What follows belongs to an exercise in optimizing a design on an open flow for small area, a short achievable clock period and few clock cycles; a production flow would make more cautious choices.
In this exercise RTL edits were held to simulation tests only and were not proved equivalent to the original.

## flow/design.v (module list and top-level ports; edited modules follow where they fit)
// module dsp_27x27s_arbiter: 1992 lines
// module dsp_x2: 3 lines
// module dsp_mx: 3 lines
// module dsp_fa: 4 lines
// module dsp_ha: 4 lines
// module dsp_fa1: 4 lines
// module dsp_ha1: 4 lines
module dsp_27x27s_arbiter (
  input  logic         clk,
  input  logic         aclr_n,
  input  logic [3:0]   req_valid,
  output logic [3:0]   req_ready,
  input  logic [107:0] req_ax,
  input  logic [107:0] req_ay,
  output logic         res_valid,
  input  logic         res_ready,
  output logic [1:0]   res_id,
  output logic [53:0]  res_data
);
  // ...
==> flow/flow/run.sh <==
#!/bin/bash
# Standard layout, with buf_1 cells as the port buffers.
set -euo pipefail
export BUFFER_PORTS_ARGS="-buffer_cell sky130_fd_sc_hd__buf_1"
bash standard.sh finish > standard_flow.log 2>&1
==> flow/standard.sh <==
#!/bin/bash
# synth_recipe.tcl (not shown) runs the flow's synth.tcl, then flattens the netlist and writes it again
# the make line also repeats each setting of config.mk as NAME=value (left out here)
make -C /OpenROAD-flow-scripts/flow DESIGN_CONFIG=/design/flow/config.mk WORK_HOME=/design/flow/orfs CLKGATE_MAP_FILE= SYNTH_SCRIPT=/design/flow/synth_recipe.tcl "${@:-finish}"
==> flow/config.mk <==
export PLATFORM = sky130hd
export DESIGN_NAME = dsp_27x27s_arbiter
export DESIGN_NICKNAME = dsp_27x27s_arbiter
export VERILOG_FILES = /design/flow/design.v
export SDC_FILE = /design/flow/constraint.sdc
export NUM_CORES = 4
export LEC_CHECK = 0
export CAP_MARGIN = 20
export CORE_MARGIN = 2
export CORE_UTILIZATION = 60
export CTS_BUF_LIST = sky130_fd_sc_hd__clkbuf_8 sky130_fd_sc_hd__clkbuf_16
export CTS_CLUSTER_DIAMETER = 80
export CTS_CLUSTER_SIZE = 16
export PLACE_DENSITY = 0.7
export SETUP_SLACK_MARGIN = 3.6
export SLEW_MARGIN = 20
export SYNTH_HIERARCHICAL = 1
==> flow/constraint.sdc <==
create_clock -name core_clock -period 7.3 [get_ports {clk}]
set_input_delay 1.4600 -clock core_clock [delete_from_list [all_inputs] [get_ports {clk}]]
set_output_delay 1.4600 -clock core_clock [all_outputs]
set_load 0.01 [all_outputs]
==> parameters.txt, run 1 <==
Parameter                              Value

Setup path
  Critical Path Start Type    primary input
  Setup slack of the worst register-to-register path    between 3 and 4 ns
  CP Data Arrival Time    around 2.2 ns
  WP data required    ~5.8 ns

Logic synthesis
  Post-Synth XOR/XNOR Area    approximately 15%
  Part of the Yosys area used for sequential elements    25.9%
  Mean Syn Cell Area    roughly 11 um2
  Post-synth top flop    sky130_fd_sc_hd__edfxtp_1
  Most used standard cells in the synthesized netlist    408 x sky130_fd_sc_hd__xnor2_1, 340 x sky130_fd_sc_hd__a22oi_1, 312 x sky130_fd_sc_hd__fa_1
  Number of instances in the synthesized netlist    2348
  Cell area after synthesis    26100 um2

GRT
  Largest net degree at the start of global routing    76
  Number of antenna violations at the first check in global routing    9

Drt
  Detailed-route DRC error count    0
  Sum of routed wire length over all layers    between 80 and 90 mm
  Remaining antenna violation count after routing    0
  Routed vias/inst    between 6 and 7

STA
  Count of final setup violators    0
  Worst slew margin    between 30% and 40%
  Post-Route Setup TNS    0 ns

Floorplanning
  Floorplan die area    around 45000 um2
  Die extent in x    around 210 um
  Number of primary I/O pins    roughly 280

Clocking
  Clock latency reported for the late side of the worst-skew pair    around 0.57 ns
  Clock transition at the register clock pins on the worst setup and hold paths after CTS    0.07 ns

Placed design
  Global placement routability congestion    slightly below 1

Final layout
  Non-clock buffer share of cell area    8.42%
  Number of standard cells in the layout, taps in and fillers out    3123
  Multi-input gate area    between 15000 and 20000 um2
  Post-layout net count    ~3200
  ClkCell Share    around 2.4%

Status
  Run status    finished clean

Min path
  Worst hold path startpoint    s1_id[1]
Testbench counts, summed over its fixed seeds: cycles 5,494.
==> inputs of run 2 (changes only) <==
--- a/flow/config.mk
+++ b/flow/config.mk
@@ -12,6 +12,6 @@
 export CTS_CLUSTER_DIAMETER = 80
 export CTS_CLUSTER_SIZE = 16
 export PLACE_DENSITY = 0.7
-export SETUP_SLACK_MARGIN = 3.6
+export SETUP_SLACK_MARGIN = 3.75
 export SLEW_MARGIN = 20
 export SYNTH_HIERARCHICAL = 1
==> run 2 against run 1 <==
Highest routed layer is now met5. Clock skew fell by 0.011 ns. Still clean. First-iteration DRC count rose by 15%. Via count rose by 4.3%. Synthesized area did not move. Maximum frequency rose by 0.39%.
==> parameters.txt, run 2 <==
Parameter                              Value

Final layout
  Multi-input gate area    18900 um2 (was 18300 um2)
  Area overhead of the layout relative to synthesis    18.7% (was 12.5%)
  Post-route standard cell area excluding fillers    30900 um2 (was 29300 um2)
  Leading cell types in the layout, fill and taps excluded    395 x sky130_fd_sc_hd__xnor2_1, 288 x sky130_fd_sc_hd__a22oi_1, 273 x sky130_fd_sc_hd__buf_1 (was 406 x sky130_fd_sc_hd__xnor2_1, 335 x sky130_fd_sc_hd__a22oi_1, 309 x sky130_fd_sc_hd__fa_1)
  Largest registers ranked by flip-flop count    s1_a (54), s2_p (54), s1_b (48) (unchanged)
  Post-layout net count    3231 (was 3191)
  Most common library cell in the layout ignoring fill and taps    sky130_fd_sc_hd__xnor2_1 (unchanged)
  Storage element area    6860 um2 (was 6800 um2)
  Number of standard cells in the layout, taps in and fillers out    3162 (was 3123)
  Number of fill cells in the layout    3065 (was 3365)
  Fraction of layout cells with a size suffix above 1    16.1% (was 9.17%)

STA
  Final setup slack of the worst path    3.65 ns (was 3.63 ns)
  Unrepaired setup endpoints after global routing    yes (unchanged)
  Minimum clock period    3.65 ns (was 3.67 ns)
  Share of the clock period used by the worst path    50.1% (was 50.3%)
  Worst slew margin    28.1% (was 34.0%)
  Hold Slack    0.420 ns (was 0.426 ns)
  Count of final setup violators    0 (unchanged)
  Maximum clock rate    274 MHz (was 273 MHz)
  Post-Route Setup TNS    0 ns (unchanged)
  Transition time of the tightest slew-check pin    1.08 ns (was 0.970 ns)
  Count of final max-slew check failures    0 (unchanged)
  Final count of hold timing violations    0 (unchanged)
  Worst clock skew    0.0235 ns (was 0.0341 ns)

Setup path
  WP data required    5.84 ns (about the same)
  Maximum fanout encountered on the critical timing path    5 (was 8)
  Crit Path Category    primary input to output port (unchanged)
  Worst Setup End Kind    output port (unchanged)
  CP Data Arrival Time    2.19 ns (was 2.21 ns)
  Critical Path Start Type    primary input (unchanged)
  Number of cells on the worst reg-to-reg path    9 (was 7)
  Setup slack of the worst register-to-register path    3.70 ns (was 3.64 ns)

Placed design
  Placed Cells incl. Taps    3049 (was 3045)
  Global placement routability congestion    0.961 (was 0.991)
  Post-Place Cell Area    27500 um2 (was 27400 um2)
  # port buffers    283 (unchanged)
  Worst setup slack after placement    2.60 ns (was 2.55 ns)
  Hpwl dp    57.4 mm (was 56.3 mm)

Logic synthesis
  Most used standard cells in the synthesized netlist    408 x sky130_fd_sc_hd__xnor2_1, 340 x sky130_fd_sc_hd__a22oi_1, 312 x sky130_fd_sc_hd__fa_1 (unchanged)
  Top-area cell type share of the netlist area    24.0% (unchanged)
  Post-synth EDFFs    169 (unchanged)
  Library cell with the highest instance count after synthesis    sky130_fd_sc_hd__xnor2_1 (unchanged)
  Mean Syn Cell Area    11.1 um2 (unchanged)
  Post-synth top flop    sky130_fd_sc_hd__edfxtp_1 (unchanged)
  Distinct cell type count after synthesis    80 (unchanged)
  Synthesized netlist net count    3026 (unchanged)
  Part of the Yosys area used for sequential elements    25.9% (unchanged)
  Share of flip-flops with an asynchronous set or reset after synthesis    4.82% (unchanged)
  Top cell type by total area after synthesis    sky130_fd_sc_hd__fa_1 (unchanged)
  Synthesized flop and latch total    249 (unchanged)
  Number of warnings reported in the yosys synthesis log    9 (unchanged)
  Cell area after synthesis    26100 um2 (unchanged)
  Number of instances in the synthesized netlist    2348 (unchanged)
  Dominant cells by area after synthesis    sky130_fd_sc_hd__fa_1 24%, sky130_fd_sc_hd__edfxtp_1 19%, sky130_fd_sc_hd__xnor2_1 14% (unchanged)

Clocking
  Clock latency reported for the late side of the worst-skew pair    0.57 ns (about the same)
  Number of buffers on the longest clock path    3 (unchanged)
  Root Buffer    sky130_fd_sc_hd__clkbuf_16 (unchanged)
  Sink Count    249 (unchanged)
  Clock transition at the register clock pins on the worst setup and hold paths after CTS    0.07 ns (about the same)
  Clock tree from TritonCTS    yes (unchanged)
  CTS Hold Bufs    0 (unchanged)
  TritonCTS Buffers    25 (was 22)
  Total number of H-tree levels    1 (unchanged)

Drt
  Number of DRC markers in iteration 0    2861 (was 2498)
  Total via count in the routed design    21600 (was 20700)
  First drt pass iteration count    7 (was 6)
  Routed vias/inst    6.83 (was 6.63)
  Average wire per cell in the routed design    28.9 um (was 26.7 um)
  Remaining antenna violation count after routing    0 (unchanged)
  Detailed-route DRC error count    0 (unchanged)
  Sum of routed wire length over all layers    91.2 mm (was 83.3 mm)

GRT
  Total global routing overflow    0 (unchanged)
  Global-route wire length before repair    132 mm (was 125 mm)
  Vias in the first global route    22200 (was 21200)
  Largest net degree at the start of global routing    85 (was 76)
  Overall routing resource usage    39.4% (was 36.6%)
  Number of antenna violations at the first check in global routing    8 (was 9)

Job
  Max-capacitance violation count    0 (unchanged)

Floorplanning
  Die H    212 um (unchanged)
  Row count    76 (unchanged)
  Number of primary I/O pins    284 (unchanged)
  Core area    43000 um2 (unchanged)
  Floorplan die area    45100 um2 (unchanged)
  Starting utilization of the core area    60.6% (unchanged)
  Die extent in x    212 um (unchanged)

Min path
  Path class of the lowest-slack min-delay path    flop to flop (unchanged)
  Instance count along the most critical hold path    0 (unchanged)

Status
  Run status    finished clean (unchanged)
==> run 2: what timing repair did <==
action	in CTS	in global routing
endpoints found under the setup margin	154	70
gates resized for setup	260	167
buffers inserted	22	10
gates cloned	17	13
endpoints found under the hold margin	0	0
pin swaps	33	69
==> run 2: per-layer routing <==
| metal | part of all wire [%] | global-route usage (%) | up-vias | wire length [um] |
|---|---|---|---|---|
| li1 | - | - | 8821 | - |
| met1 | 35 | 50.0 | 10500 | 32200 |
| met2 | 45 | 63.0 | 1765 | 41100 |
| met3 | 13 | 10.0 | 460 | 12000 |
| met4 | 6.5 | 19.5 | 4 | 5910 |
| met5 | 0.059 | 0 | - | 54 |
==> run 2: area by class of cell <==
class	count	share of cell area [%]
diodes	7	0.0567
clock buffers	25	2.02
clock inverters	19	0.478
inverters	68	0.826
multi-input cells	1790	61.1
flip-flops and latches	249	22.2
well taps	585	2.37
repair buffers	419	10.9
==> run 2: worst max-delay path, stage by stage <==
cell and delay [ns]:
sky130_fd_sc_hd__buf_12 0.10, sky130_fd_sc_hd__a22oi_2 0.22, sky130_fd_sc_hd__nand4_4 0.14, sky130_fd_sc_hd__nor2_1 0.13, sky130_fd_sc_hd__buf_2 0.14
==> run 2: final timing paths <==
path,startpoint,endpoint
worst max register to register,s0_x[15],s1_r3[30]
max in group asynchronous,aclr_n,nxt_q[0]
worst min register to register,s1_id[0],s2_id[0]
min in group asynchronous,aclr_n,s1_v
worst max-delay path,req_valid[1],req_ready[2]
worst min-delay path,s1_id[0],s2_id[0]
==> run 2: stage by stage <==
stage               util (%)
finish                  71.9
detailed placement      63.9
floorplan                  -
CTS                     69.4
global route            71.9
global placement        63.9
==> run 2: Yosys stat by module, one instance, submodules excluded <==
module / flip-flops and latches / area (um2)
dsp_27x27s_arbiter: 249 / 19200
dsp_fa: 0 / 20.0
dsp_fa1: 0 / 27.5
dsp_ha: 0 / 12.5
dsp_ha1: 0 / 11.3
==> run 2: cells by family after synthesis <==
family	synth area share [%]
AOI/OAI and AO/OA	19.0
xor gates and xnor gates	15.1
adders and majority gates	30.8
buffers and inverters	4.83
DFF	25.9
muxes	0.389
and+or+nand+nor	3.93
==> inputs of run 3 (changes only) <==
--- a/flow/config.mk
+++ b/flow/config.mk
@@ -12,6 +12,6 @@
 export CTS_CLUSTER_DIAMETER = 80
 export CTS_CLUSTER_SIZE = 16
 export PLACE_DENSITY = 0.7
-export SETUP_SLACK_MARGIN = 3.75
+export SETUP_SLACK_MARGIN = 3.45
 export SLEW_MARGIN = 20
 export SYNTH_HIERARCHICAL = 1
==> run 3 against run 2 <==
Highest routed layer is now met4. Largest cell class unchanged. Worst hold slack improved by 0.014 ns. Final cell count decreased by 2.1%. Synthesized area unchanged. Critical path type is now flop to flop. Clock skew increased by 0.0052 ns. Flip-flop and latch count unchanged. Synthesized cell count unchanged. Still clean on timing, DRC and antenna. Register-to-register slack got worse by 0.19 ns.
==> parameters.txt, run 3 <==
Parameter                              Value

Status
  Run status    finished clean (unchanged)

Logic synthesis
  Dominant cells by area after synthesis    sky130_fd_sc_hd__fa_1 24%, sky130_fd_sc_hd__edfxtp_1 19%, sky130_fd_sc_hd__xnor2_1 14% (unchanged)
  Cell area after synthesis    26100 um2 (unchanged)
  Top-area cell type share of the netlist area    24.0% (unchanged)
  Distinct cell type count after synthesis    80 (unchanged)
  Mean Syn Cell Area    11.1 um2 (unchanged)
  Synthesized netlist net count    3026 (unchanged)
  Post-synth EDFFs    169 (unchanged)
  Part of the Yosys area used for sequential elements    25.9% (unchanged)
  Number of instances in the synthesized netlist    2348 (unchanged)
  Top cell type by total area after synthesis    sky130_fd_sc_hd__fa_1 (unchanged)
  Synthesized flop and latch total    249 (unchanged)
  Library cell with the highest instance count after synthesis    sky130_fd_sc_hd__xnor2_1 (unchanged)
  Most used standard cells in the synthesized netlist    408 x sky130_fd_sc_hd__xnor2_1, 340 x sky130_fd_sc_hd__a22oi_1, 312 x sky130_fd_sc_hd__fa_1 (unchanged)
  Number of warnings reported in the yosys synthesis log    9 (unchanged)
  Share of flip-flops with an asynchronous set or reset after synthesis    4.82% (unchanged)
  Post-synth top flop    sky130_fd_sc_hd__edfxtp_1 (unchanged)

Setup path
  Critical Path Start Type    flop (was primary input)
  Worst Setup End Kind    flop (was output port)
  CP Data Arrival Time    4.08 ns (was 2.19 ns)
  Crit Path Category    flop to flop (was primary input to output port)
  Highest cell delay on the worst timing path    0.61 ns (was 0.22 ns)
  WP data required    7.59 ns (was 5.84 ns)
  Maximum fanout encountered on the critical timing path    27 (was 5)
  Cells traversed along the worst timing path    buf_4, a22oi_1, xnor2_1, fa_1, fa_1, fa_1, fa_1, fa_1 (was buf_12, a22oi_2, nand4_4, nor2_1, buf_2)
  Most used cell, CP    sky130_fd_sc_hd__fa_1
  Cell at the slowest stage of the critical path    sky130_fd_sc_hd__fa_1 (was sky130_fd_sc_hd__a22oi_2)

Clocking
  Sink Count    249 (unchanged)
  Root Buffer    sky130_fd_sc_hd__clkbuf_16 (unchanged)
  CTS Hold Bufs    0 (unchanged)
  Clock tree from TritonCTS    yes (unchanged)
  Clock transition at the register clock pins on the worst setup and hold paths after CTS    0.07 ns (about the same)
  Total number of H-tree levels    1 (unchanged)
  Number of buffers on the longest clock path    3 (unchanged)
  TritonCTS Buffers    21 (was 25)
  Clock latency reported for the late side of the worst-skew pair    0.56 ns (was 0.57 ns)

STA
  Unrepaired setup endpoints after global routing    no (was yes)
  Maximum clock rate    264 MHz (was 274 MHz)
  Minimum clock period    3.79 ns (was 3.65 ns)
  Share of the clock period used by the worst path    52.0% (was 50.1%)
  Worst slew margin    29.4% (was 28.1%)
  Final count of hold timing violations    0 (unchanged)
  Final setup slack of the worst path    3.51 ns (was 3.65 ns)
  Transition time of the tightest slew-check pin    1.06 ns (was 1.08 ns)
  Count of final max-slew check failures    0 (unchanged)
  Worst clock skew    0.0288 ns (was 0.0235 ns)
  Count of final setup violators    0 (unchanged)
  Post-Route Setup TNS    0 ns (unchanged)

GRT
  Largest net degree at the start of global routing    85 (unchanged)
  Overall routing resource usage    36.5% (was 39.4%)
  Total global routing overflow    0 (unchanged)
  Number of antenna violations at the first check in global routing    8 (unchanged)
  Vias in the first global route    21100 (was 22200)
  Global-route wire length before repair    124 mm (was 132 mm)

Drt
  Total via count in the routed design    20400 (was 21600)
  Average wire per cell in the routed design    26.0 um (was 28.9 um)
  First drt pass iteration count    6 (was 7)
  Number of DRC markers in iteration 0    2247 (was 2861)
  Detailed-route DRC error count    0 (unchanged)
  Routed vias/inst    6.58 (was 6.83)
  Remaining antenna violation count after routing    0 (unchanged)
  Sum of routed wire length over all layers    80.5 mm (was 91.2 mm)

Final layout
  Post-route standard cell area excluding fillers    28400 um2 (was 30900 um2)
  Post-layout net count    3169 (was 3231)
  Leading cell types in the layout, fill and taps excluded    407 x sky130_fd_sc_hd__xnor2_1, 339 x sky130_fd_sc_hd__a22oi_1, 311 x sky130_fd_sc_hd__fa_1 (was 395 x sky130_fd_sc_hd__xnor2_1, 288 x sky130_fd_sc_hd__a22oi_1, 273 x sky130_fd_sc_hd__buf_1)
  Fraction of layout cells with a size suffix above 1    6.99% (was 16.1%)
  Storage element area    6760 um2 (was 6860 um2)
  Largest registers ranked by flip-flop count    s1_a (54), s2_p (54), s1_b (48) (unchanged)
  Most common library cell in the layout ignoring fill and taps    sky130_fd_sc_hd__xnor2_1 (unchanged)
  Number of fill cells in the layout    3403 (was 3065)
  Area overhead of the layout relative to synthesis    9.16% (was 18.7%)
  Multi-input gate area    18200 um2 (was 18900 um2)

Min path
  Path class of the lowest-slack min-delay path    flop to flop (unchanged)

Floorplanning
  Floorplan die area    45100 um2 (unchanged)
  Starting utilization of the core area    60.6% (unchanged)
  Row count    76 (unchanged)
  Die extent in x    212 um (unchanged)
  Number of primary I/O pins    284 (unchanged)
  Core area    43000 um2 (unchanged)
  Die H    212 um (unchanged)

Placed design
  Post-Place Cell Area    27400 um2 (was 27500 um2)
  # port buffers    283 (unchanged)
  Worst setup slack after placement    2.53 ns (was 2.60 ns)
  Hpwl dp    56.3 mm (was 57.4 mm)
  Global placement routability congestion    0.959 (was 0.961)

Job
  Max-capacitance violation count    0 (unchanged)
[run 3: kinds of logic after synthesis]
logic type / synth area share, %
AOI/OAI and AO/OA: 19.0
DFF: 25.9
buffers and inverters: 4.83
adders and majority gates: 30.8
and+or+nand+nor: 3.93
xor gates and xnor gates: 15.1
muxes: 0.389
[run 3: layout make-up]
cell class	instances	area share (%)
diodes	6	0.0528
clock buffers	23	1.94
clock inverters	14	0.304
inverters	68	0.898
multi-input cells	1790	64.1
flip-flops and latches	249	23.8
well taps	585	2.57
repair buffers	361	6.30
[run 3: per-stage QoR]
stage                     hold WS [ns]  instances  utilization (%)
after detailed placement         0.411       3046             63.8
after floorplan                  0.400       2348                -
final                            0.434       3096             66.2
after global routing             0.444       3096             66.2
after CTS                        0.438       3088             65.6
after global placement           0.408       3046             63.8
[run 3: routing by layer]
layer  global-route usage (%)  routed length (um)  vias up
met4                     16.7                3940        0
li1                         -                   -     8691
met2                     58.7               37400     1383
met1                     48.0               30700    10100
met3                     7.13                8370      241
met5                        0                   0        -
[run 3: Yosys stat by module, one instance, submodules excluded]
module	area (um2)	flip-flops and latches	cells inside
dsp_fa1	27.5	0	5
dsp_ha1	11.3	0	2
dsp_27x27s_arbiter	19200	249	1957
dsp_fa	20.0	0	1
dsp_ha	12.5	0	1
[run 3: final timing paths]
kind,from,end,slack (ns),cells after the start
max in group asynchronous,aclr_n,msk_q[2],6.47,1
worst min-delay path,s1_a[3],s2_p[3],0.43,0
worst min register to register,s1_a[3],s2_p[3],0.43,0
worst max-delay path,s0_x[6],s1_b[25],3.51,8
min in group asynchronous,aclr_n,s2_v,0.69,1
worst max register to register,s0_x[6],s1_b[25],3.51,8
[run 3: what timing repair did]
| action | in CTS | in global routing |
|---|---|---|
| cloned | 4 | 0 |
| buffers inserted | 1 | 2 |
| pin swaps | 2 | 5 |
| gates resized for setup | 19 | 54 |
| setup endpoints to repair | 78 | 55 |
[run 3: critical path: cells and delay by family, from the launching register on]
family	cells	cell delay, ns
AOI/OAI and AO/OA	1	0.15
xor gates and xnor gates	1	0.19
adders and majority gates	5	2.50
buffers and inverters	1	0.37
DFF	1	0.31
==> inputs of run 4 (changes only) <==
--- a/flow/config.mk
+++ b/flow/config.mk
@@ -7,11 +7,11 @@
 export LEC_CHECK = 0
 export CAP_MARGIN = 20
 export CORE_MARGIN = 2
-export CORE_UTILIZATION = 60
+export CORE_UTILIZATION = 55
 export CTS_BUF_LIST = sky130_fd_sc_hd__clkbuf_8 sky130_fd_sc_hd__clkbuf_16
 export CTS_CLUSTER_DIAMETER = 80
 export CTS_CLUSTER_SIZE = 16
-export PLACE_DENSITY = 0.7
-export SETUP_SLACK_MARGIN = 3.45
+export PLACE_DENSITY = 0.65
+export SETUP_SLACK_MARGIN = 3.6
 export SLEW_MARGIN = 20
 export SYNTH_HIERARCHICAL = 1
==> run 4 against run 3 <==
Still clean on timing, DRC and antenna. Wire length rose by 6.4%. Clock-buffer cell count up 5. Sequential share of layout area down 0.70 points. Synthesized area unchanged. Core utilization fell by 2.8 points. Critical endpoint is now req_ready[2]. Largest cell class unchanged.
==> parameters.txt, run 4 <==
Parameter                              Value

STA
  Worst slew margin    35.3% (was 29.4%)
  Final count of hold timing violations    0 (unchanged)
  Unrepaired setup endpoints after global routing    no (unchanged)
  Maximum clock rate    270 MHz (was 264 MHz)
  Count of final setup violators    0 (unchanged)
  Minimum clock period    3.70 ns (was 3.79 ns)
  Count of final max-slew check failures    0 (unchanged)
  Worst clock skew    0.0178 ns (was 0.0288 ns)
  Share of the clock period used by the worst path    50.7% (was 52.0%)
  Hold Slack    0.431 ns (was 0.434 ns)
  Post-Route Setup TNS    0 ns (unchanged)
  Transition time of the tightest slew-check pin    0.970 ns (was 1.06 ns)

Floorplanning
  Row count    79 (was 76)
  Core area    46700 um2 (was 43000 um2)
  Floorplan die area    49100 um2 (was 45100 um2)
  Die extent in x    222 um (was 212 um)
  Die H    222 um (was 212 um)
  Starting utilization of the core area    55.8% (was 60.6%)
  Number of primary I/O pins    284 (unchanged)

GRT
  Number of antenna violations at the first check in global routing    11 (was 8)
  Total global routing overflow    0 (unchanged)
  Largest net degree at the start of global routing    76 (was 85)
  Vias in the first global route    21300 (was 21100)
  Global-route wire length before repair    128 mm (was 124 mm)
  Overall routing resource usage    33.8% (was 36.5%)

Drt
  Detailed-route DRC error count    0 (unchanged)
  Routed vias/inst    6.54 (was 6.58)
  Number of DRC markers in iteration 0    2370 (was 2247)
  Sum of routed wire length over all layers    85.7 mm (was 80.5 mm)
  Total via count in the routed design    20600 (was 20400)
  Average wire per cell in the routed design    27.2 um (was 26.0 um)
  Remaining antenna violation count after routing    0 (unchanged)
  First drt pass iteration count    19 (was 6)

Clocking
  Clock transition at the register clock pins on the worst setup and hold paths after CTS    0.07 ns (about the same)
  TritonCTS Buffers    24 (was 21)
  Sink Count    249 (unchanged)
  Total number of H-tree levels    1 (unchanged)
  CTS Hold Bufs    0 (unchanged)
  Number of buffers on the longest clock path    3 (unchanged)
  Root Buffer    sky130_fd_sc_hd__clkbuf_16 (unchanged)
  Clock tree from TritonCTS    yes (unchanged)
  Clock latency reported for the late side of the worst-skew pair    0.58 ns (was 0.56 ns)

Final layout
  Most common library cell in the layout ignoring fill and taps    sky130_fd_sc_hd__xnor2_1 (unchanged)
  Area overhead of the layout relative to synthesis    13.4% (was 9.16%)
  Leading cell types in the layout, fill and taps excluded    408 x sky130_fd_sc_hd__xnor2_1, 333 x sky130_fd_sc_hd__a22oi_1, 303 x sky130_fd_sc_hd__fa_1 (was 407 x sky130_fd_sc_hd__xnor2_1, 339 x sky130_fd_sc_hd__a22oi_1, 311 x sky130_fd_sc_hd__fa_1)
  Fraction of layout cells with a size suffix above 1    9.85% (was 6.99%)
  Post-layout net count    3197 (was 3169)
  Largest registers ranked by flip-flop count    s1_a (54), s2_p (54), s1_b (48) (unchanged)

Logic synthesis
  Most used standard cells in the synthesized netlist    408 x sky130_fd_sc_hd__xnor2_1, 340 x sky130_fd_sc_hd__a22oi_1, 312 x sky130_fd_sc_hd__fa_1 (unchanged)
  Synthesized flop and latch total    249 (unchanged)
  Post-synth EDFFs    169 (unchanged)
  Post-Synth XOR/XNOR Area    15.1% (unchanged)
  Area fraction in compound gates after synthesis    19.0% (unchanged)
  Adder-cell share of the synthesized area    30.8% (unchanged)
  Number of instances in the synthesized netlist    2348 (unchanged)
  Mux share of post-synthesis cell area    0.389% (unchanged)
  Share of flip-flops with an asynchronous set or reset after synthesis    4.82% (unchanged)
  Number of warnings reported in the yosys synthesis log    9 (unchanged)
  Distinct cell type count after synthesis    80 (unchanged)
  Dominant cells by area after synthesis    sky130_fd_sc_hd__fa_1 24%, sky130_fd_sc_hd__edfxtp_1 19%, sky130_fd_sc_hd__xnor2_1 14% (unchanged)
  Post-synth top flop    sky130_fd_sc_hd__edfxtp_1 (unchanged)
  Synthesized netlist net count    3026 (unchanged)
  Top-area cell type share of the netlist area    24.0% (unchanged)
  Mean Syn Cell Area    11.1 um2 (unchanged)
  Largest family of logic cells by synthesized area    adder cells (unchanged)
  Simple-Gate Fraction of Synth Area    3.93% (unchanged)
  Top cell type by total area after synthesis    sky130_fd_sc_hd__fa_1 (unchanged)
  Library cell with the highest instance count after synthesis    sky130_fd_sc_hd__xnor2_1 (unchanged)
  Part of the Yosys area used for sequential elements    25.9% (unchanged)
  Cell area after synthesis    26100 um2 (unchanged)

Setup path
  Cells traversed along the worst timing path    buf_2, a22oi_2, nand4_4, nor2_2, buf_2 (was buf_4, a22oi_1, xnor2_1, fa_1, fa_1, fa_1, fa_1, fa_1)
  Most used cell, CP    sky130_fd_sc_hd__buf_2 (was sky130_fd_sc_hd__fa_1)
  Crit Path Category    primary input to output port (was flop to flop)
  WP data required    5.84 ns (was 7.59 ns)
  Maximum fanout encountered on the critical timing path    7 (was 27)
  Cell at the slowest stage of the critical path    sky130_fd_sc_hd__a22oi_2 (was sky130_fd_sc_hd__fa_1)
  Critical Path Start Type    primary input (was flop)
  Worst Setup End Kind    output port (was flop)
  CP Data Arrival Time    2.24 ns (was 4.08 ns)
  Number of cells on the worst reg-to-reg path    8 (unchanged)
  Highest cell delay on the worst timing path    0.21 ns (was 0.61 ns)

Placed design
  # port buffers    283 (unchanged)
  Hpwl dp    57.9 mm (was 56.3 mm)
  Global placement routability congestion    0.991 (was 0.959)

Min path
  Path class of the lowest-slack min-delay path    flop to flop (unchanged)
  Instance count along the most critical hold path    0 (unchanged)

Job
  Max-capacitance violation count    0 (unchanged)

Status
  Run status    finished clean (unchanged)
-- run 4: cell counts after synthesis --
Identical to the previous run, type by type.
-- run 4: worst paths after layout --
| path | start | to | slack [ns] |
|---|---|---|---|
| min in group asynchronous | aclr_n | nxt_q[3] | 0.68 |
| max in group asynchronous | aclr_n | nxt_q[2] | 6.50 |
| setup / recovery | req_valid[2] | req_ready[2] | 3.60 |
| hold reg to reg | s1_a[3] | s2_p[3] | 0.43 |
| setup reg to reg | s0_x[20] | s1_b[22] | 3.64 |
| hold / removal | s1_a[3] | s2_p[3] | 0.43 |
-- run 4: layer usage --
metal,global-route usage (%),vias up,share of wire [%]
li1,-,8754,-
met5,0,-,0
met2,54.1,1398,46
met1,43.8,10200,38
met4,14.3,0,4.6
met3,8.52,262,11
-- run 4: worst max-delay path, delay by kind of cell --
kind / cells / cell delay [ns]
buffers and inverters: 2 / 0.29
and+or+nand+nor: 2 / 0.28
AOI/OAI and AO/OA: 1 / 0.21
-- run 4: final cells by class --
type / count / area (um2)
antenna: 10 / 25.0
clock buffer: 28 / 689
clock inverter: 16 / 129
fill: 3808 / 17100
inverter: 68 / 255
multi-input combinational: 1788 / 18300
sequential: 249 / 6820
tap: 607 / 759
timing repair buffer: 388 / 2540
-- run 4: Yosys stat by module, one instance, submodules excluded --
module              flip-flops and latches  area [um2]
dsp_ha                                   0        12.5
dsp_ha1                                  0        11.3
dsp_fa1                                  0        27.5
dsp_fa                                   0        20.0
dsp_27x27s_arbiter                     249       19200
-- run 4: cell families (layout without fill, tap and decap cells) --
| kind of cell | count (synthesis) | after routing |
|---|---|---|
| AO/OA/AOI/OAI | 654 | 654 |
| adder cells (fa/ha/maj) | 455 | 455 |
| XOR/XNOR | 450 | 450 |
| buffers and inverters | 313 | 500 |
| flip-flops | 249 | 249 |
| AND/OR/NAND/NOR | 222 | 224 |
| multiplexers | 5 | 5 |
| other | 0 | 10 |
-- run 4: repair_timing --
item	in CTS	in global routing
resized for setup	84	146
pin swaps	5	24
gates cloned	2	7
endpoints found under the setup margin	122	64
buffers inserted	3	24
-- run 4: stage by stage --
stage               util (%)  area, um2  setup slack (ns)  instances
floorplan                  -      26200              2.60       2348
global placement        58.8      27500              2.75       3064
detailed placement      58.8      27500              2.65       3064
CTS                     61.3      28600              3.57       3113
global route            63.3      29500              3.59       3153
finish                  63.3      29500              3.60       3154
==> inputs of run 5 (changes only) <==
--- a/flow/config.mk
+++ b/flow/config.mk
@@ -7,11 +7,11 @@
 export LEC_CHECK = 0
 export CAP_MARGIN = 20
 export CORE_MARGIN = 2
-export CORE_UTILIZATION = 55
+export CORE_UTILIZATION = 60
 export CTS_BUF_LIST = sky130_fd_sc_hd__clkbuf_8 sky130_fd_sc_hd__clkbuf_16
-export CTS_CLUSTER_DIAMETER = 80
-export CTS_CLUSTER_SIZE = 16
-export PLACE_DENSITY = 0.65
+export CTS_CLUSTER_DIAMETER = 70
+export CTS_CLUSTER_SIZE = 22
+export PLACE_DENSITY = 0.7
 export SETUP_SLACK_MARGIN = 3.6
 export SLEW_MARGIN = 20
 export SYNTH_HIERARCHICAL = 1
==> run 5 against run 4 <==
Wire length shrank 2.3%. Synthesized area unchanged. Worst hold slack got worse by 0.015 ns. Cell area down 0.18%. Clock skew rose by 0.011 ns. Still clean. Core utilization rose by 5.3 points. Sequential share of layout area about the same.
==> parameters.txt, run 5 <==
Parameter                              Value

Logic synthesis
  Top cell type by total area after synthesis    sky130_fd_sc_hd__fa_1 (unchanged)
  Post-Synth XOR/XNOR Area    15.1% (unchanged)
  Area fraction in compound gates after synthesis    19.0% (unchanged)
  Cell area after synthesis    26100 um2 (unchanged)
  Number of instances in the synthesized netlist    2348 (unchanged)
  Largest family of logic cells by synthesized area    adder cells (unchanged)
  Mux share of post-synthesis cell area    0.389% (unchanged)
  Number of warnings reported in the yosys synthesis log    9 (unchanged)
  Simple-Gate Fraction of Synth Area    3.93% (unchanged)
  Top-area cell type share of the netlist area    24.0% (unchanged)
  Post-synth EDFFs    169 (unchanged)
  Share of flip-flops with an asynchronous set or reset after synthesis    4.82% (unchanged)
  Distinct cell type count after synthesis    80 (unchanged)
  Synthesized flop and latch total    249 (unchanged)
  Adder-cell share of the synthesized area    30.8% (unchanged)
  Synthesized netlist net count    3026 (unchanged)
  Part of the Yosys area used for sequential elements    25.9% (unchanged)
  Most used standard cells in the synthesized netlist    408 x sky130_fd_sc_hd__xnor2_1, 340 x sky130_fd_sc_hd__a22oi_1, 312 x sky130_fd_sc_hd__fa_1 (unchanged)
  Dominant cells by area after synthesis    sky130_fd_sc_hd__fa_1 24%, sky130_fd_sc_hd__edfxtp_1 19%, sky130_fd_sc_hd__xnor2_1 14% (unchanged)
  Post-synth top flop    sky130_fd_sc_hd__edfxtp_1 (unchanged)
  Mean Syn Cell Area    11.1 um2 (unchanged)
  Library cell with the highest instance count after synthesis    sky130_fd_sc_hd__xnor2_1 (unchanged)

Status
  Run status    finished clean (unchanged)

STA
  Transition time of the tightest slew-check pin    0.976 ns (was 0.970 ns)
  Hold Slack    0.416 ns (was 0.431 ns)
  Count of final max-slew check failures    0 (unchanged)
  Worst slew margin    33.6% (was 35.3%)
  Count of final setup violators    0 (unchanged)
  Maximum clock rate    271 MHz (was 270 MHz)
  Worst clock skew    0.0285 ns (was 0.0178 ns)
  Minimum clock period    3.69 ns (was 3.70 ns)
  Post-Route Setup TNS    0 ns (unchanged)
  Unrepaired setup endpoints after global routing    yes (was no)
  Share of the clock period used by the worst path    50.5% (was 50.7%)
  Final count of hold timing violations    0 (unchanged)

Drt
  Total via count in the routed design    20700 (was 20600)
  Sum of routed wire length over all layers    83.7 mm (was 85.7 mm)
  Detailed-route DRC error count    0 (unchanged)
  Average wire per cell in the routed design    26.8 um (was 27.2 um)
  Number of DRC markers in iteration 0    2539 (was 2370)
  Routed vias/inst    6.63 (was 6.54)
  Remaining antenna violation count after routing    0 (unchanged)
  First drt pass iteration count    7 (was 19)

Setup path
  WP data required    5.84 ns (about the same)
  Setup slack of the worst register-to-register path    3.65 ns (was 3.64 ns)
  R2R Path Start    s0_x[23] (was s0_x[20])
  Critical Path Start Type    primary input (unchanged)
  Crit Reg-Reg Endpoint    s1_b[25] (was s1_b[22])
  Worst Setup End Kind    output port (unchanged)
  Maximum fanout encountered on the critical timing path    7 (unchanged)
  CP Data Arrival Time    2.23 ns (was 2.24 ns)
  Number of cells on the worst reg-to-reg path    8 (unchanged)
  Crit Path Category    primary input to output port (unchanged)

Final layout
  Largest registers ranked by flip-flop count    s1_a (54), s2_p (54), s1_b (48) (unchanged)
  Area overhead of the layout relative to synthesis    13.2% (was 13.4%)
  Leading cell types in the layout, fill and taps excluded    407 x sky130_fd_sc_hd__xnor2_1, 334 x sky130_fd_sc_hd__a22oi_1, 308 x sky130_fd_sc_hd__fa_1 (was 408 x sky130_fd_sc_hd__xnor2_1, 333 x sky130_fd_sc_hd__a22oi_1, 303 x sky130_fd_sc_hd__fa_1)
  Post-route standard cell area excluding fillers    29500 um2 (about the same)
  Most common library cell in the layout ignoring fill and taps    sky130_fd_sc_hd__xnor2_1 (unchanged)
  Post-layout net count    3192 (was 3197)
  Fraction of layout cells with a size suffix above 1    9.68% (was 9.85%)
  Number of standard cells in the layout, taps in and fillers out    3124 (was 3154)

Placed design
  Global placement routability congestion    0.991 (about the same)
  Placed Cells incl. Taps    3045 (was 3064)
  Hpwl dp    56.3 mm (was 57.9 mm)
  # port buffers    283 (unchanged)
  Post-Place Cell Area    27400 um2 (was 27500 um2)

Floorplanning
  Starting utilization of the core area    60.6% (was 55.8%)
  Row count    76 (was 79)
  Core area    43000 um2 (was 46700 um2)
  Floorplan die area    45100 um2 (was 49100 um2)
  Die H    212 um (was 222 um)
  Number of primary I/O pins    284 (unchanged)
  Die extent in x    212 um (was 222 um)

GRT
  Vias in the first global route    21200 (was 21300)
  Global-route wire length before repair    125 mm (was 128 mm)
  Overall routing resource usage    36.5% (was 33.8%)
  Number of antenna violations at the first check in global routing    7 (was 11)
  Total global routing overflow    0 (unchanged)
  Largest net degree at the start of global routing    76 (unchanged)

Clocking
  Clock transition at the register clock pins on the worst setup and hold paths after CTS    0.09 ns (was 0.07 ns)
  Clock latency reported for the late side of the worst-skew pair    0.57 ns (was 0.58 ns)
  TritonCTS Buffers    24 (unchanged)
  Number of buffers on the longest clock path    3 (unchanged)
  Clock tree from TritonCTS    yes (unchanged)
  Root Buffer    sky130_fd_sc_hd__clkbuf_16 (unchanged)
  Sink Count    249 (unchanged)
  Total number of H-tree levels    1 (unchanged)

Min path
  Instance count along the most critical hold path    0 (unchanged)
  Worst hold path startpoint    s1_id[1] (was s1_a[3])
  Path class of the lowest-slack min-delay path    flop to flop (unchanged)
  Min-Delay Endpoint    s2_id[1] (was s2_p[3])

Job
  Max-capacitance violation count    0 (unchanged)
==> run 5: cell count changes in the layout (fill, tap and decap cells not counted), moves of 3 or more <==
cell                       change
sky130_fd_sc_hd__inv_16        +3
sky130_fd_sc_hd__clkinv_4      -3
sky130_fd_sc_hd__buf_6         -7
sky130_fd_sc_hd__inv_6         +3
sky130_fd_sc_hd__buf_4         -5
sky130_fd_sc_hd__buf_8         +3
sky130_fd_sc_hd__diode_2       -3
sky130_fd_sc_hd__inv_1         -4
sky130_fd_sc_hd__fa_1          +5
sky130_fd_sc_hd__fa_2          -5
==> run 5: final cells by class <==
type                    instances  area, um2
diodes                          7       17.5
clock buffers                  25        626
clock inverters                19        219
fillers                      3335      13500
inverters                      68        255
multi-input cells            1789      18300
flip-flops and latches        249       6820
well taps                     585        732
repair buffers                382       2520
==> run 5: timing repair <==
action | 4_1_cts | 5_1_grt
buffers inserted | 3 | 12
hold buffers | 0 | 0
endpoints found under the setup margin | 114 | 42
pin swaps | 8 | 26
gates resized for setup | 92 | 132
cloned | 3 | 10
==> run 5: through the flow <==
step,setup slack (ns),util [%]
after floorplan,2.60,-
after global placement,2.66,63.8
after detailed placement,2.55,63.8
after CTS,3.59,66.6
after global routing,3.54,68.6
final,3.61,68.6
==> run 5: per-layer routing <==
| metal | vias to the layer above | wire (um) | GRT usage (%) |
|---|---|---|---|
| met5 | - | 21 | 0 |
| met4 | 2 | 4770 | 15.3 |
| met3 | 344 | 9940 | 9.42 |
| met2 | 1478 | 37500 | 57.9 |
| met1 | 10200 | 31500 | 47.8 |
| li1 | 8740 | - | - |
==> run 5: worst max-delay path by stage <==
stage	start	end	cells after the start
3_3_place_gp	aclr_n	s0_two[10]	11
2_1_floorplan	res_ready	req_ready[0]	3
4_1_cts	s0_neg[5]	s1_b[24]	7
6_report	req_valid[1]	req_ready[3]	5
5_1_grt	s1_a[14]	s2_p[52]	10
3_5_place_dp	aclr_n	s0_two[10]	11
==> run 5: cell families after synthesis <==
kind of cell	Yosys count
DFF	249
AOI/OAI and AO/OA	654
and+or+nand+nor	222
buffers and inverters	313
xor gates and xnor gates	450
adders and majority gates	455
muxes	5
==> run 5: worst max-delay path, stage by stage <==
cell                      delay, ns
sky130_fd_sc_hd__buf_2         0.14
sky130_fd_sc_hd__a22oi_2       0.21
sky130_fd_sc_hd__nand4_4       0.15
sky130_fd_sc_hd__nor2_2        0.12
sky130_fd_sc_hd__buf_2         0.14
==> run 5: per-module statistics from Yosys (local to each module, per instance) <==
module,area (um2),flip-flops and latches
dsp_27x27s_arbiter,19200,249
dsp_fa,20.0,0
dsp_fa1,27.5,0
dsp_ha,12.5,0
dsp_ha1,11.3,0

-- port drivers added, routing unchanged --
Ports are ideal in the flow. The routed layouts listed here were re-timed in OpenROAD.
Step 1, drivers: a clkbuf_16 drives clk and a buf_2 each remaining input, both assumed.
Step 2 times the ports against the registers' clock, not the clock port: input delays grow and output delays shrink by t, the midpoint of the rising clock arrivals with the driver on.
Three values: ideal, step 1, step 2; two values: the first two.
run | shift t [ns] | setup slack, ns | slew at the worst register clock pin (ns)
run 1 | 0.609 | 3.631 / 3.591 / 3.152 | 0.08 / 0.08
run 2 | 0.623 | 3.645 / 3.591 / 3.193 | 0.08 / 0.08
run 3 | 0.605 | 3.505 / 3.491 / 3.177 | 0.08 / 0.08
run 4 | 0.629 | 3.595 / 3.576 / 3.434 | 0.08 / 0.08
run 5 | 0.621 | 3.614 / 3.575 / 3.198 | 0.09 / 0.09
After both steps setup and hold are still met in every run listed. The setup slack of run 1, which loses most, moves by -0.040 ns with the drivers and by -0.479 ns with both steps.
